Source: an optimization exercise on an open RTL-to-GDS flow (aim: small area, a short achievable clock period and few clock cycles per item). Production flows keep margins and buffers that such runs may drop.
At most, simulation tests tie the RTL to the original design; equivalence was not proved.

Setup of main:
==> module range_gen_2d, before the edit <==
module range_gen_2d (
  input  logic         clk,
  input  logic         reset,
  input  logic         start,
  input  logic [W-1:0] x_tag,
  input  logic [W-1:0] y_tag,
  input  logic [W-1:0] x0,
  input  logic [W-1:0] x1,
  input  logic [W-1:0] x2,
  input  logic [W-1:0] x3,
  input  logic [W-1:0] y0,
  input  logic [W-1:0] y1,
  input  logic [W-1:0] y2,
  input  logic [W-1:0] y3,
  output logic         busy,
  output logic         done,
  output logic [W-1:0] r0,
  output logic [W-1:0] r1,
  output logic [W-1:0] r2,
  output logic [W-1:0] r3,
  output logic [3:0]   ovf
);
  localparam logic [4:0] LAST = 5'd19;
  logic         busy_q, done_q, fin_q;
  logic [4:0]   c_q;
  logic [3:0]   sel_q;              
  logic [3:0]   ld_q, act_q;        
  logic         busy_d;
  logic [4:0]   c_d;
  logic [W-1:0] tx_q, ty_q;
  logic [3:0][2*W-1:0] a_q;         
  logic [W-1:0] dx_q, dy_q;
  logic [SQ_W-1:0] ra_q, rb_q;
  logic [3:0][REM_W-1:0]  rem_q;
  logic [3:0][ROOT_W-1:0] root_q;
  logic [3:0][W-1:0] r_q;
  logic [3:0]   ovf_q;
  logic [3:0][2*W-1:0] a_in;
  logic [2*W-1:0] a_sel;
  logic [W:0]   dxp, dxn, dyp, dyn;
  logic [W-1:0] dx, dy;
  logic [SQ_W-1:0] ra, rb, sq;
  logic [REM_W-1:0]  rem1, rem2;
  logic [ROOT_W-1:0] root1, root2;
  logic [3:0][REM_W-1:0]  rem_n;
  logic [3:0][ROOT_W-1:0] root_n;
  assign a_in[0] = {x0, y0};
  assign a_in[1] = {x1, y1};
  assign a_in[2] = {x2, y2};
  assign a_in[3] = {x3, y3};
  always_comb begin
    a_sel = '0;
    for (int i = 0; i < 4; i++) begin
      a_sel = a_sel | (a_q[i] & {(2*W){sel_q[i]}});
    end
    dxp = {1'b0, tx_q} - {1'b0, a_sel[2*W-1:W]};
    dxn = {1'b0, a_sel[2*W-1:W]} - {1'b0, tx_q};
    dyp = {1'b0, ty_q} - {1'b0, a_sel[W-1:0]};
    dyn = {1'b0, a_sel[W-1:0]} - {1'b0, ty_q};
    dx  = dxp[W] ? dxn[W-1:0] : dxp[W-1:0];
    dy  = dyp[W] ? dyn[W-1:0] : dyp[W-1:0];
  end
  sq_tree u_sq (
    .x  (dx_q),
    .y  (dy_q),
    .ra (ra),
    .rb (rb)
  );
  assign sq = ra_q + rb_q;
  isqrt_seq u_step1 (
    .rem    ('0),
    .root   ({{(ROOT_W-1){1'b0}}, sq[SQ_W-1]}),
    .pair   (sq[31:30]),
    .rem_n  (rem1),
    .root_n (root1)
  );
  isqrt_seq u_step2 (
    .rem    ({{(REM_W-2){1'b0}}, rem1[1:0]}),
    .root   ({{(ROOT_W-2){1'b0}}, root1[1:0]}),
    .pair   (sq[29:28]),
    .rem_n  (rem2),
    .root_n (root2)
  );
  genvar k;
  generate
    for (k = 0; k < 4; k++) begin : g_eng
      isqrt_seq u_step (
        .rem    (rem_q[k]),
        .root   (root_q[k]),
        .pair   (a_q[k][2*W-1 -: 2]),
        .rem_n  (rem_n[k]),
        .root_n (root_n[k])
      );
    end
  endgenerate
  always_ff @(posedge clk) begin
    if (!busy_q) begin
      tx_q <= x_tag;
      ty_q <= y_tag;
    end
    dx_q <= dx;
    dy_q <= dy;
    ra_q <= ra;
    rb_q <= rb;
    for (int i = 0; i < 4; i++) begin
      if (!busy_q) begin
        a_q[i] <= a_in[i];
      end else if (ld_q[i]) begin
        a_q[i] <= {sq[2*W-5:0], 4'b0000};
      end else if (act_q[i]) begin
        a_q[i] <= {a_q[i][2*W-3:0], 2'b00};
      end
      if (ld_q[i]) begin
        rem_q[i]  <= {{(REM_W-4){1'b0}}, rem2[3:0]};
        root_q[i] <= {{(ROOT_W-3){1'b0}}, root2[2:0]};
      end else if (act_q[i]) begin
        rem_q[i]  <= rem_n[i];
        root_q[i] <= root_n[i];
      end
    end
  end
  always_comb begin
    busy_d = busy_q;
    c_d    = c_q + 5'd1;
    if (!busy_q) begin
      busy_d = start;
      c_d    = '0;
    end else if (fin_q) begin
      busy_d = 1'b0;
    end
  end
  always_ff @(posedge clk or negedge reset) begin
    if (!reset) begin
      busy_q <= 1'b0;
      done_q <= 1'b0;
      fin_q  <= 1'b0;
      c_q    <= '0;
      sel_q  <= '0;
      ld_q   <= '0;
      act_q  <= '0;
      r_q    <= '0;
      ovf_q  <= '0;
    end else begin
      busy_q <= busy_d;
      c_q    <= c_d;
      done_q <= fin_q;
      fin_q  <= busy_d && (c_d == LAST);
      sel_q  <= (!busy_q) ? 4'b0001 : {sel_q[2:0], 1'b0};
      for (int i = 0; i < 4; i++) begin
        ld_q[i]  <= busy_d && (c_d == 5'(i + 2));
        act_q[i] <= busy_d && (c_d >= 5'(i + 3)) && (c_d <= 5'(i + 16));
      end
      if (fin_q) begin
        for (int i = 0; i < 3; i++) begin
          r_q[i]   <= root_q[i][ROOT_W-1] ? SAT_MAX : root_q[i][W-1:0];
          ovf_q[i] <= root_q[i][ROOT_W-1];
        end
        r_q[3]   <= root_n[3][ROOT_W-1] ? SAT_MAX : root_n[3][W-1:0];
        ovf_q[3] <= root_n[3][ROOT_W-1];
      end
    end
  end
  assign busy = busy_q;
  assign done = done_q;
  assign r0   = r_q[0];
  assign r1   = r_q[1];
  assign r2   = r_q[2];
  assign r3   = r_q[3];
  assign ovf  = ovf_q;
endmodule
clock: 13.0 ns
lec_check: 0
cap_margin: 20
core_margin: 2
core_utilization: 40
slew_margin: 20
run.sh (not shown) runs the stock make flow with config.mk's settings and CLKGATE_MAP_FILE= SYNTH_SCRIPT=/design/flow/synth_recipe.tcl, a recipe that flattens the netlist after the stock synthesis.
Looking at the reports, main completed the entire flow and the layout it produced met the timing, design-rule and antenna checks.
Testbench counts of main, summed over its fixed seeds: cycles 10,752, items 512.
Edits applied to the flow inputs when going from main to the feature branch:
--- a/flow/design.v
+++ b/flow/design.v
@@ -1506,13 +1506,13 @@
   output logic [W-1:0] r0,
   output logic [W-1:0] r1,
   output logic [W-1:0] r2,
   output logic [W-1:0] r3,
   output logic [3:0]   ovf
 );
-  localparam logic [4:0] LAST = 5'd19;
+  localparam logic [4:0] LAST = 5'd21;
   logic         busy_q, done_q, fin_q;
   logic [4:0]   c_q;
   logic [3:0]   sel_q;              
   logic [3:0]   ld_q, act_q;        
   logic         busy_d;
   logic [4:0]   c_d;
@@ -1526,14 +1526,12 @@
   logic [3:0]   ovf_q;
   logic [3:0][2*W-1:0] a_in;
   logic [2*W-1:0] a_sel;
   logic [W:0]   dxp, dxn, dyp, dyn;
   logic [W-1:0] dx, dy;
   logic [SQ_W-1:0] ra, rb, sq;
-  logic [REM_W-1:0]  rem1, rem2;
-  logic [ROOT_W-1:0] root1, root2;
   logic [3:0][REM_W-1:0]  rem_n;
   logic [3:0][ROOT_W-1:0] root_n;
   assign a_in[0] = {x0, y0};
   assign a_in[1] = {x1, y1};
   assign a_in[2] = {x2, y2};
   assign a_in[3] = {x3, y3};
@@ -1553,26 +1551,12 @@
     .x  (dx_q),
     .y  (dy_q),
     .ra (ra),
     .rb (rb)
   );
   assign sq = ra_q + rb_q;
-  isqrt_seq u_step1 (
-    .rem    ('0),
-    .root   ({{(ROOT_W-1){1'b0}}, sq[SQ_W-1]}),
-    .pair   (sq[31:30]),
-    .rem_n  (rem1),
-    .root_n (root1)
-  );
-  isqrt_seq u_step2 (
-    .rem    ({{(REM_W-2){1'b0}}, rem1[1:0]}),
-    .root   ({{(ROOT_W-2){1'b0}}, root1[1:0]}),
-    .pair   (sq[29:28]),
-    .rem_n  (rem2),
-    .root_n (root2)
-  );
   genvar k;
   generate
     for (k = 0; k < 4; k++) begin : g_eng
       isqrt_seq u_step (
         .rem    (rem_q[k]),
         .root   (root_q[k]),
@@ -1592,19 +1576,19 @@
     ra_q <= ra;
     rb_q <= rb;
     for (int i = 0; i < 4; i++) begin
       if (!busy_q) begin
         a_q[i] <= a_in[i];
       end else if (ld_q[i]) begin
-        a_q[i] <= {sq[2*W-5:0], 4'b0000};
+        a_q[i] <= sq[2*W-1:0];
       end else if (act_q[i]) begin
         a_q[i] <= {a_q[i][2*W-3:0], 2'b00};
       end
       if (ld_q[i]) begin
-        rem_q[i]  <= {{(REM_W-4){1'b0}}, rem2[3:0]};
-        root_q[i] <= {{(ROOT_W-3){1'b0}}, root2[2:0]};
+        rem_q[i]  <= '0;
+        root_q[i] <= {{(ROOT_W-1){1'b0}}, sq[SQ_W-1]};
       end else if (act_q[i]) begin
         rem_q[i]  <= rem_n[i];
         root_q[i] <= root_n[i];
       end
     end
   end
@@ -1634,13 +1618,13 @@
       c_q    <= c_d;
       done_q <= fin_q;
       fin_q  <= busy_d && (c_d == LAST);
       sel_q  <= (!busy_q) ? 4'b0001 : {sel_q[2:0], 1'b0};
       for (int i = 0; i < 4; i++) begin
         ld_q[i]  <= busy_d && (c_d == 5'(i + 2));
-        act_q[i] <= busy_d && (c_d >= 5'(i + 3)) && (c_d <= 5'(i + 16));
+        act_q[i] <= busy_d && (c_d >= 5'(i + 3)) && (c_d <= 5'(i + 18));
       end
       if (fin_q) begin
         for (int i = 0; i < 3; i++) begin
           r_q[i]   <= root_q[i][ROOT_W-1] ? SAT_MAX : root_q[i][W-1:0];
           ovf_q[i] <= root_q[i][ROOT_W-1];
         end
[summary]
- The feature branch finished end to end and its layout was clean on timing, DRC and antenna.
- Min clock network latency to the later pin of the worst-skew pair across the feature branch and main: main
- Setup slack: the feature branch less than main
- Changes observed in the feature branch relative to main: synthesis-to-finish area growth increased 0.39 points, maximum number of pins on one net before global-route repair increased 1.
- Changes observed in the feature branch relative to main: final RePlAce weighted congestion went up by about 3.7%; average routed wire per standard cell now larger.
For the feature branch, only the layout was checked, not whether the RTL still works.


range_gen_2d, a different RTL version from the one above (not shown whole).
Size: ~510 flip-flops, roughly 230 I/O pins, about 0.034 mm^2 of cells after synthesis.
export LEC_CHECK = 0
export CAP_MARGIN = 20
export CORE_MARGIN = 2
export CORE_UTILIZATION = 40
export SLEW_MARGIN = 20
create_clock -name core_clock -period 13.0 [get_ports {clk}]
standard.sh (not shown) runs the stock make flow with config.mk's settings and CLKGATE_MAP_FILE= SYNTH_SCRIPT=/design/flow/synth_recipe.tcl, a recipe that flattens the netlist after the stock synthesis.
==> flow/flow/run.sh <==
#!/bin/bash
# The standard layout (standard.sh) with changes to how it is made only:
#  - the port buffers that buffer_ports inserts are plain buf_2 cells;
#  - clock tree synthesis builds the tree from clkbuf_4/clkbuf_8 cells and
#    adds no dummy loads (ORFS's own CTS arguments otherwise).
# Constraints, period and every other setting are the standard flow's own. make's full
# output goes to standard.log here; ORFS's per-step logs stay under orfs/logs.
set -euo pipefail
bash standard.sh SETUP_SLACK_MARGIN=9.5 TNS_END_PERCENT=0 \
  "BUFFER_PORTS_ARGS=-buffer_cell sky130_fd_sc_hd__buf_2" \
  "CTS_ARGS=-sink_clustering_enable -repair_clock_nets -dont_use_dummy_load -buf_list {sky130_fd_sc_hd__clkbuf_4 sky130_fd_sc_hd__clkbuf_8}" \
  finish > standard.log 2>&1
Testbench counts at the start, summed over its fixed seeds: cycles 9,777, items 512.
Rerun with:
--- a/flow/design.v
+++ b/flow/design.v
@@ -1556,14 +1556,15 @@
   logic [3:0][2*W-1:0] a_q;         
   logic [W-1:0] dx_q, dy_q;
   logic [SQ_W-1:0] ra_q, rb_q;
   logic [1:0]   z_q;                
   logic [3:0]   prem_q;             
   logic [2:0]   proot_q;            
   logic [3:0]   first_q;            
+  logic [2*W-1:0] prad_q;           
   logic [3:0][REM_W-1:0]  rem_q;
   logic [3:0][ROOT_W-1:0] root_q;
   logic [3:0][W-1:0] r_q;
   logic [3:0]   ovf_q;
   logic [3:0][2*W-1:0] a_in;
   logic [2*W-1:0] a_sel;
   logic [W-1:0] dx, dy;
@@ -1643,15 +1644,15 @@
     for (k = 0; k < 4; k++) begin : g_eng
       assign act[k]  = |n_q[k];
       assign rem_i[k]  = rem_q[k]  | {{(REM_W-4){1'b0}},  prem_q  & {4{first_q[k]}}};
       assign root_i[k] = root_q[k] | {{(ROOT_W-3){1'b0}}, proot_q & {3{first_q[k]}}};
       isqrt_seq u_step (
         .rem    (rem_i[k]),
         .root   (root_i[k]),
-        .pair   (a_q[k][2*W-1 -: 2]),
+        .pair   (first_q[k] ? prad_q[2*W-1 -: 2] : a_q[k][2*W-1 -: 2]),
         .rem_n  (rem_n[k]),
         .root_n (root_n[k])
       );
     end
   endgenerate
   always_ff @(posedge clk) begin
     if (idle_q) begin
@@ -1660,20 +1661,21 @@
     end
     dx_q <= dx;
     dy_q <= dy;
     ra_q <= ra;
     rb_q <= rb;
     z_q  <= z;
     prem_q  <= rem0;
+    prad_q  <= rad0;
     proot_q <= root0;
     for (int i = 0; i < 4; i++) begin
       if (idle_q) begin
         a_q[i] <= a_in[i];
-      end else if (ld_q[i]) begin
-        a_q[i] <= rad0;
+      end else if (first_q[i]) begin
+        a_q[i] <= {prad_q[2*W-3:0], 2'b00};
       end else if (act[i]) begin
         a_q[i] <= {a_q[i][2*W-3:0], 2'b00};
       end
       if (ld_q[i]) begin
         rem_q[i]  <= '0;
         root_q[i] <= '0;
       end else if (act[i]) begin
The changed run completed with no timing, DRC or antenna violations.
Setup slack improves by 0.070 ns.
Final area came out higher by 5.2%.
Critical path depth came out lower by 17.
Wire length came out higher by about 4.4%.
Fmax came out higher by about 1.8%.
Non-clock buffer count came out higher by 49.
Worst hold slack stays flat.
For the second run of this note, only the layout was checked, not whether the RTL still works.

## afterwards: timing with drivers on the ports
No port has a modelled driver above. Below, the same layouts with a new extraction and two added sets of constraints.
Step 1 (the two cells are an assumption about what drives the block):
set clk [get_ports {clk}]
set_driving_cell -lib_cell sky130_fd_sc_hd__clkbuf_16 $clk
set_driving_cell -lib_cell sky130_fd_sc_hd__buf_2 [delete_from_list [all_inputs] $clk]
Step 2 moves the port delays by t, midway between the first and last clock arrival at a register: inputs arrive t later, outputs are due t later. That takes back most of the time a late clock gives input paths.
Slacks: ideal ports / drivers / drivers and shift; pairs: ideal ports / drivers.
run | t, ns | setup slack, ns | worst register clock-pin slew, ns | worst data-port slew with drivers (ns)
main | 0.685 | 8.404 / 8.337 / 8.409 | 0.07 / 0.07 | 0.12
the feature branch | 0.691 | 8.017 / 7.952 / 8.421 | 0.07 / 0.07 | 0.13
the first run of note 2 | 0.737 | 9.026 / 9.026 / 9.026 | 0.06 / 0.06 | 0.06
the second run of note 2 | 0.765 | 9.096 / 9.027 / 9.090 | 0.06 / 0.06 | 0.09
After both steps every run listed still meets setup and hold. The setup slack of the second run of note 2, which loses most, moves by -0.069 ns with the drivers and by -0.006 ns with both steps. Setup slack includes reset recovery checks.
